This design comes from an exercise in tuning for a short achievable clock period and few clock cycles on the open sky130 flow, not from production work. Function was checked by simulation only, so behaviour that the tests miss may differ from the original.

==> inputs of job 5598 <==
==> flow/design.v (excerpt) <==
module dcache_top #(
  parameter int SET_BITS = 3
) (
  input  wire               cs,
  input  wire               reset,
  input  wire               cpu_cyc,
  input  wire               cpu_stb,
  input  wire               cpu_we,
  input  dcache_pkg::addr_t cpu_adr,
  input  dcache_pkg::sel_t  cpu_sel,
  input  dcache_pkg::word_t cpu_dat_w,
  output logic              cpu_ack,
  output dcache_pkg::word_t cpu_dat_r,
  output logic              mem_cyc,
  output logic              mem_stb,
  output logic              mem_we,
  output dcache_pkg::addr_t mem_adr,
  output dcache_pkg::line_t mem_dat_w,
  input  wire               mem_ack,
  input  dcache_pkg::line_t mem_dat_r
);
clock: 7.0 ns
lec_check: 0
cap_margin: 20
core_margin: 2
core_utilization: 40
slew_margin: 20
run.sh (not shown) runs the stock make flow with config.mk's settings and CLKGATE_MAP_FILE= SYNTH_SCRIPT=/design/flow/synth_recipe.tcl, a recipe that flattens the netlist after the stock synthesis.
==> job 9707 (differences from job 5598) <==
--- a/flow/design.v
+++ b/flow/design.v
@@ -73,61 +73,77 @@
   input  dcache_pkg::addr_t   cpu_adr,
   input  wire                 line_fill,
   input  wire                 word_merge,
   input  wire                 fill_merge,
   input  dcache_pkg::line_t   mem_dat_r,
   input  dcache_pkg::word_t   cpu_dat_w,
   input  dcache_pkg::sel_t    cpu_sel,
   output dcache_pkg::word_t   rd_word,
+  output dcache_pkg::word_t   fill_word,
   output dcache_pkg::line_t   merged_line,
   output dcache_pkg::line_t   fill_line
 );
   localparam int SETS = 2 ** SET_BITS;
+  localparam int WORDS = dcache_pkg::LINE_WORDS;
+  localparam int BYTES = dcache_pkg::BYTES_PER_WORD;
   localparam int WORD_W = dcache_pkg::WORD_W;
   typedef logic [SET_BITS-1:0] set_idx_t;
   dcache_pkg::line_t     lines [SETS];
   set_idx_t              set_idx;
   dcache_pkg::word_idx_t word_idx;
+  logic [SETS-1:0]       set_dec;
+  logic [WORDS-1:0]      word_dec;
+  logic [WORDS*BYTES-1:0] byte_en;    
   dcache_pkg::line_t     line;
   always_comb begin
     set_idx  = cpu_adr[dcache_pkg::INDEX_LSB +: SET_BITS];
     word_idx = cpu_adr[dcache_pkg::WORD_LSB +: dcache_pkg::WORD_SEL_BITS];
+    for (int s = 0; s < SETS; s++) begin
+      set_dec[s] = (set_idx == s);
+    end
+    for (int w = 0; w < WORDS; w++) begin
+      word_dec[w] = (word_idx == w);
+      for (int b = 0; b < BYTES; b++) begin
+        byte_en[w*BYTES + b] = word_dec[w] && cpu_sel[b];
+      end
+    end
   end
   always_comb begin
-    fill_line = mem_dat_r;
-    if (fill_merge) begin
-      for (int b = 0; b < dcache_pkg::BYTES_PER_WORD; b++) begin
-        if (cpu_sel[b]) begin
-          fill_line[word_idx*WORD_W + b*8 +: 8] = cpu_dat_w[b*8 +: 8];
-        end
-      end
+    line = '0;
+    for (int s = 0; s < SETS; s++) begin
+      line = line | (lines[s] & {dcache_pkg::LINE_W{set_dec[s]}});
+    end
+    rd_word   = '0;
+    fill_word = '0;
+    for (int w = 0; w < WORDS; w++) begin
+      rd_word   = rd_word   | (line[w*WORD_W +: WORD_W]      & {WORD_W{word_dec[w]}});
+      fill_word = fill_word | (mem_dat_r[w*WORD_W +: WORD_W] & {WORD_W{word_dec[w]}});
     end
   end
   always_comb begin
-    merged_line = line;
-    for (int b = 0; b < dcache_pkg::BYTES_PER_WORD; b++) begin
-      if (cpu_sel[b]) begin
-        merged_line[word_idx*WORD_W + b*8 +: 8] = cpu_dat_w[b*8 +: 8];
+    for (int w = 0; w < WORDS; w++) begin
+      for (int b = 0; b < BYTES; b++) begin
+        merged_line[w*WORD_W + b*8 +: 8] = byte_en[w*BYTES + b] ? cpu_dat_w[b*8 +: 8]
+                                                                : line[w*WORD_W + b*8 +: 8];
+        fill_line[w*WORD_W + b*8 +: 8]   = (fill_merge && byte_en[w*BYTES + b])
+                                           ? cpu_dat_w[b*8 +: 8]
+                                           : mem_dat_r[w*WORD_W + b*8 +: 8];
       end
     end
   end
   always_ff @(posedge cs) begin
-    if (line_fill) begin
-      lines[set_idx] <= fill_line;
-    end else if (word_merge) begin
-      for (int b = 0; b < dcache_pkg::BYTES_PER_WORD; b++) begin
-        if (cpu_sel[b]) begin
-          lines[set_idx][word_idx*WORD_W + b*8 +: 8] <= cpu_dat_w[b*8 +: 8];
+    for (int s = 0; s < SETS; s++) begin
+      for (int i = 0; i < WORDS*BYTES; i++) begin
+        if (set_dec[s] && (line_fill || (word_merge && byte_en[i]))) begin
+          lines[s][i*8 +: 8] <= line_fill ? fill_line[i*8 +: 8] : cpu_dat_w[(i%BYTES)*8 +: 8];
         end
       end
     end
   end
-  assign line = lines[set_idx];
-  assign rd_word = line[word_idx*WORD_W +: WORD_W];
 endmodule
 `default_nettype wire
 `timescale 1ns/1ps
 `default_nettype none
 module dcache_ctrl (
   input  wire               cs,
   input  wire               reset,
   input  wire               cpu_cyc,
@@ -137,16 +153,17 @@
   output logic              cpu_ack,
   output dcache_pkg::word_t cpu_dat_r,
   input  wire               hit,
   output logic              tag_fill,
   output logic              line_fill,
   output logic              word_merge,
   output logic              fill_merge,
   input  dcache_pkg::word_t rd_word,
+  input  dcache_pkg::word_t fill_word,
   input  dcache_pkg::line_t merged_line,
   input  dcache_pkg::line_t fill_line,
   output logic              mem_cyc,
   output logic              mem_stb,
   output logic              mem_we,
   output dcache_pkg::addr_t mem_adr,
   output dcache_pkg::line_t mem_dat_w,
   input  wire               mem_ack
@@ -236,18 +253,17 @@
   end
   always_ff @(posedge cs) begin
     if (load_wdat) begin
       wdat_q <= (state == WR_FILL) ? fill_line : merged_line;
     end
   end
   always_ff @(posedge cs) begin
     if (state != RESPOND) begin
-      dat_q <= (state == RD_WAIT) ? fill_line[cpu_adr[dcache_pkg::WORD_LSB +: dcache_pkg::WORD_SEL_BITS]*dcache_pkg::WORD_W +: dcache_pkg::WORD_W]
-                                  : rd_word;
+      dat_q <= (state == RD_WAIT) ? fill_word : rd_word;
     end
   end
   assign cpu_ack   = ack_q;
   assign cpu_dat_r = dat_q;
   assign mem_cyc   = cyc_q;
   assign mem_stb   = cyc_q;
   assign mem_we    = we_q;
   assign mem_adr   = {adr_q, {dcache_pkg::OFFSET_BITS{1'b0}}};
@@ -278,16 +294,17 @@
   input  dcache_pkg::line_t mem_dat_r
 );
   logic              hit;
   logic              tag_fill;
   logic              line_fill;
   logic              word_merge;
   logic              fill_merge;
   dcache_pkg::word_t rd_word;
+  dcache_pkg::word_t fill_word;
   dcache_pkg::line_t merged_line;
   dcache_pkg::line_t fill_line;
   dcache_tag_store #(
     .SET_BITS (SET_BITS)
   ) i_tag_store (
     .cs       (cs),
     .reset    (reset),
     .cpu_adr  (cpu_adr),
@@ -301,16 +318,17 @@
     .cpu_adr     (cpu_adr),
     .line_fill   (line_fill),
     .word_merge  (word_merge),
     .fill_merge  (fill_merge),
     .mem_dat_r   (mem_dat_r),
     .cpu_dat_w   (cpu_dat_w),
     .cpu_sel     (cpu_sel),
     .rd_word     (rd_word),
+    .fill_word   (fill_word),
     .merged_line (merged_line),
     .fill_line   (fill_line)
   );
   dcache_ctrl i_ctrl (
     .cs          (cs),
     .reset       (reset),
     .cpu_cyc     (cpu_cyc),
     .cpu_stb     (cpu_stb),
@@ -319,16 +337,17 @@
     .cpu_ack     (cpu_ack),
     .cpu_dat_r   (cpu_dat_r),
     .hit         (hit),
     .tag_fill    (tag_fill),
     .line_fill   (line_fill),
     .word_merge  (word_merge),
     .fill_merge  (fill_merge),
     .rd_word     (rd_word),
+    .fill_word   (fill_word),
     .merged_line (merged_line),
     .fill_line   (fill_line),
     .mem_cyc     (mem_cyc),
     .mem_stb     (mem_stb),
     .mem_we      (mem_we),
     .mem_adr     (mem_adr),
     .mem_dat_w   (mem_dat_w),
     .mem_ack     (mem_ack)
Settings changed: ABC_CLOCK_PERIOD_IN_PS set to 2000, CORE_UTILIZATION 40 to 55, SETUP_SLACK_MARGIN set to 4.3, TNS_END_PERCENT set to 5.
==> job 3562 (differences from job 5598) <==
--- a/flow/design.v
+++ b/flow/design.v
@@ -73,61 +73,77 @@
   input  dcache_pkg::addr_t   cpu_adr,
   input  wire                 line_fill,
   input  wire                 word_merge,
   input  wire                 fill_merge,
   input  dcache_pkg::line_t   mem_dat_r,
   input  dcache_pkg::word_t   cpu_dat_w,
   input  dcache_pkg::sel_t    cpu_sel,
   output dcache_pkg::word_t   rd_word,
+  output dcache_pkg::word_t   fill_word,
   output dcache_pkg::line_t   merged_line,
   output dcache_pkg::line_t   fill_line
 );
   localparam int SETS = 2 ** SET_BITS;
+  localparam int WORDS = dcache_pkg::LINE_WORDS;
+  localparam int BYTES = dcache_pkg::BYTES_PER_WORD;
   localparam int WORD_W = dcache_pkg::WORD_W;
   typedef logic [SET_BITS-1:0] set_idx_t;
   dcache_pkg::line_t     lines [SETS];
   set_idx_t              set_idx;
   dcache_pkg::word_idx_t word_idx;
+  logic [SETS-1:0]       set_dec;
+  logic [WORDS-1:0]      word_dec;
+  logic [WORDS*BYTES-1:0] byte_en;    
   dcache_pkg::line_t     line;
   always_comb begin
     set_idx  = cpu_adr[dcache_pkg::INDEX_LSB +: SET_BITS];
     word_idx = cpu_adr[dcache_pkg::WORD_LSB +: dcache_pkg::WORD_SEL_BITS];
+    for (int s = 0; s < SETS; s++) begin
+      set_dec[s] = (set_idx == s);
+    end
+    for (int w = 0; w < WORDS; w++) begin
+      word_dec[w] = (word_idx == w);
+      for (int b = 0; b < BYTES; b++) begin
+        byte_en[w*BYTES + b] = word_dec[w] && cpu_sel[b];
+      end
+    end
   end
   always_comb begin
-    fill_line = mem_dat_r;
-    if (fill_merge) begin
-      for (int b = 0; b < dcache_pkg::BYTES_PER_WORD; b++) begin
-        if (cpu_sel[b]) begin
-          fill_line[word_idx*WORD_W + b*8 +: 8] = cpu_dat_w[b*8 +: 8];
-        end
-      end
+    line = '0;
+    for (int s = 0; s < SETS; s++) begin
+      line = line | (lines[s] & {dcache_pkg::LINE_W{set_dec[s]}});
+    end
+    rd_word   = '0;
+    fill_word = '0;
+    for (int w = 0; w < WORDS; w++) begin
+      rd_word   = rd_word   | (line[w*WORD_W +: WORD_W]      & {WORD_W{word_dec[w]}});
+      fill_word = fill_word | (mem_dat_r[w*WORD_W +: WORD_W] & {WORD_W{word_dec[w]}});
     end
   end
   always_comb begin
-    merged_line = line;
-    for (int b = 0; b < dcache_pkg::BYTES_PER_WORD; b++) begin
-      if (cpu_sel[b]) begin
-        merged_line[word_idx*WORD_W + b*8 +: 8] = cpu_dat_w[b*8 +: 8];
+    for (int w = 0; w < WORDS; w++) begin
+      for (int b = 0; b < BYTES; b++) begin
+        merged_line[w*WORD_W + b*8 +: 8] = byte_en[w*BYTES + b] ? cpu_dat_w[b*8 +: 8]
+                                                                : line[w*WORD_W + b*8 +: 8];
+        fill_line[w*WORD_W + b*8 +: 8]   = (fill_merge && byte_en[w*BYTES + b])
+                                           ? cpu_dat_w[b*8 +: 8]
+                                           : mem_dat_r[w*WORD_W + b*8 +: 8];
       end
     end
   end
   always_ff @(posedge cs) begin
-    if (line_fill) begin
-      lines[set_idx] <= fill_line;
-    end else if (word_merge) begin
-      for (int b = 0; b < dcache_pkg::BYTES_PER_WORD; b++) begin
-        if (cpu_sel[b]) begin
-          lines[set_idx][word_idx*WORD_W + b*8 +: 8] <= cpu_dat_w[b*8 +: 8];
+    for (int s = 0; s < SETS; s++) begin
+      for (int i = 0; i < WORDS*BYTES; i++) begin
+        if (set_dec[s] && (line_fill || (word_merge && byte_en[i]))) begin
+          lines[s][i*8 +: 8] <= line_fill ? fill_line[i*8 +: 8] : cpu_dat_w[(i%BYTES)*8 +: 8];
         end
       end
     end
   end
-  assign line = lines[set_idx];
-  assign rd_word = line[word_idx*WORD_W +: WORD_W];
 endmodule
 `default_nettype wire
 `timescale 1ns/1ps
 `default_nettype none
 module dcache_ctrl (
   input  wire               cs,
   input  wire               reset,
   input  wire               cpu_cyc,
@@ -137,16 +153,17 @@
   output logic              cpu_ack,
   output dcache_pkg::word_t cpu_dat_r,
   input  wire               hit,
   output logic              tag_fill,
   output logic              line_fill,
   output logic              word_merge,
   output logic              fill_merge,
   input  dcache_pkg::word_t rd_word,
+  input  dcache_pkg::word_t fill_word,
   input  dcache_pkg::line_t merged_line,
   input  dcache_pkg::line_t fill_line,
   output logic              mem_cyc,
   output logic              mem_stb,
   output logic              mem_we,
   output dcache_pkg::addr_t mem_adr,
   output dcache_pkg::line_t mem_dat_w,
   input  wire               mem_ack
@@ -235,20 +252,17 @@
     end
   end
   always_ff @(posedge cs) begin
     if (load_wdat) begin
       wdat_q <= (state == WR_FILL) ? fill_line : merged_line;
     end
   end
   always_ff @(posedge cs) begin
-    if (state != RESPOND) begin
-      dat_q <= (state == RD_WAIT) ? fill_line[cpu_adr[dcache_pkg::WORD_LSB +: dcache_pkg::WORD_SEL_BITS]*dcache_pkg::WORD_W +: dcache_pkg::WORD_W]
-                                  : rd_word;
-    end
+    dat_q <= (state == RD_WAIT) ? fill_word : rd_word;
   end
   assign cpu_ack   = ack_q;
   assign cpu_dat_r = dat_q;
   assign mem_cyc   = cyc_q;
   assign mem_stb   = cyc_q;
   assign mem_we    = we_q;
   assign mem_adr   = {adr_q, {dcache_pkg::OFFSET_BITS{1'b0}}};
   assign mem_dat_w = wdat_q;
@@ -278,16 +292,17 @@
   input  dcache_pkg::line_t mem_dat_r
 );
   logic              hit;
   logic              tag_fill;
   logic              line_fill;
   logic              word_merge;
   logic              fill_merge;
   dcache_pkg::word_t rd_word;
+  dcache_pkg::word_t fill_word;
   dcache_pkg::line_t merged_line;
   dcache_pkg::line_t fill_line;
   dcache_tag_store #(
     .SET_BITS (SET_BITS)
   ) i_tag_store (
     .cs       (cs),
     .reset    (reset),
     .cpu_adr  (cpu_adr),
@@ -301,16 +316,17 @@
     .cpu_adr     (cpu_adr),
     .line_fill   (line_fill),
     .word_merge  (word_merge),
     .fill_merge  (fill_merge),
     .mem_dat_r   (mem_dat_r),
     .cpu_dat_w   (cpu_dat_w),
     .cpu_sel     (cpu_sel),
     .rd_word     (rd_word),
+    .fill_word   (fill_word),
     .merged_line (merged_line),
     .fill_line   (fill_line)
   );
   dcache_ctrl i_ctrl (
     .cs          (cs),
     .reset       (reset),
     .cpu_cyc     (cpu_cyc),
     .cpu_stb     (cpu_stb),
@@ -319,16 +335,17 @@
     .cpu_ack     (cpu_ack),
     .cpu_dat_r   (cpu_dat_r),
     .hit         (hit),
     .tag_fill    (tag_fill),
     .line_fill   (line_fill),
     .word_merge  (word_merge),
     .fill_merge  (fill_merge),
     .rd_word     (rd_word),
+    .fill_word   (fill_word),
     .merged_line (merged_line),
     .fill_line   (fill_line),
     .mem_cyc     (mem_cyc),
     .mem_stb     (mem_stb),
     .mem_we      (mem_we),
     .mem_adr     (mem_adr),
     .mem_dat_w   (mem_dat_w),
     .mem_ack     (mem_ack)
Settings changed: ABC_CLOCK_PERIOD_IN_PS set to 1000, CORE_UTILIZATION 40 to 55, SETUP_SLACK_MARGIN set to 4.5, TNS_END_PERCENT set to 5.
==> results.json <==
{
  "p_per_area_nw_per_um2": 319,
  "status": "finished clean",
  "vias_per_cell": 6.98,
  "fill_cells": 12700,
  "n_tap_cell": 2511,
  "p_clk_share_pct": 33.4,
  "synth_xor_area_share_pct": 1.60,
  "avgRoutedWirePerCell_um": 39.4,
  "drive_gt1_share_pct": 23.7,
  "comb_power_share_pct": 20.7,
  "dr_wl_met3_mm": 53.9,
  "cts_setup_buffers": 233
}
the above is filed under job 9707

==> results.json <==
{
  "status": "finished clean",
  "n_tap_cell": 3552,
  "rsz0062_at_grt": "false",
  "p_per_area_nw_per_um2": 316,
  "comb_power_share_pct": 17.6,
  "avgRoutedWirePerCell_um": 36.3,
  "drive_gt1_share_pct": 9.59,
  "fill_cells": 22900,
  "p_clk_share_pct": 36.3,
  "cts_setup_buffers": 0,
  "synth_xor_area_share_pct": 1.57,
  "vias_per_cell": 6.52
}
the above is filed under job 5598

==> results.json <==
{
  "status": "finished clean",
  "n_tap_cell": 2495,
  "p_per_area_nw_per_um2": 315,
  "avgRoutedWirePerCell_um": 39.3,
  "cts_setup_buffers": 338,
  "vias_per_cell": 6.95,
  "fill_cells": 12400,
  "dr_wl_met3_mm": 55.7,
  "comb_power_share_pct": 21.4
}
the above is filed under job 3562

Testbench counts of job 5598, summed over its fixed seeds: cycles 12,798.
Testbench counts of job 9707, summed over its fixed seeds: cycles 12,798.
Testbench counts of job 3562, summed over its fixed seeds: cycles 12,798.

## static timing again, ports no longer ideal
The results above use ideal ports. As a check the final layouts listed here were re-extracted and re-timed, cells and wires unchanged. Step 1 sets driving cells, clkbuf_16 on the clock port and buf_2 on the other inputs (assumed; they add their load-dependent delay and slew). Step 2, shift: input delay + t, output delay - t, t = (earliest + latest rising clock arrival at the registers) / 2. This alone moves slack from input paths to output paths. Slacks: ideal ports / drivers / drivers and shift; pairs: ideal ports / drivers.
run | t, ns | slack for setup (ns) | hold slack, ns | pins driven straight from the clock port
job 5598 | 1.015 | 2.122 / 2.167 / 1.152 | 0.470 / 0.470 / 0.470 | 1
job 9707 | 1.034 | 3.775 / 3.666 / 2.631 | 0.470 / 0.470 / 0.470 | 1
job 3562 | 1.016 | 3.876 / 3.690 / 2.674 | 0.475 / 0.475 / 0.475 | 1
After both steps every run listed still meets setup and hold. For job 3562, which loses most, drivers alone change the setup slack by -0.186 ns; drivers and shift together by -1.202 ns.
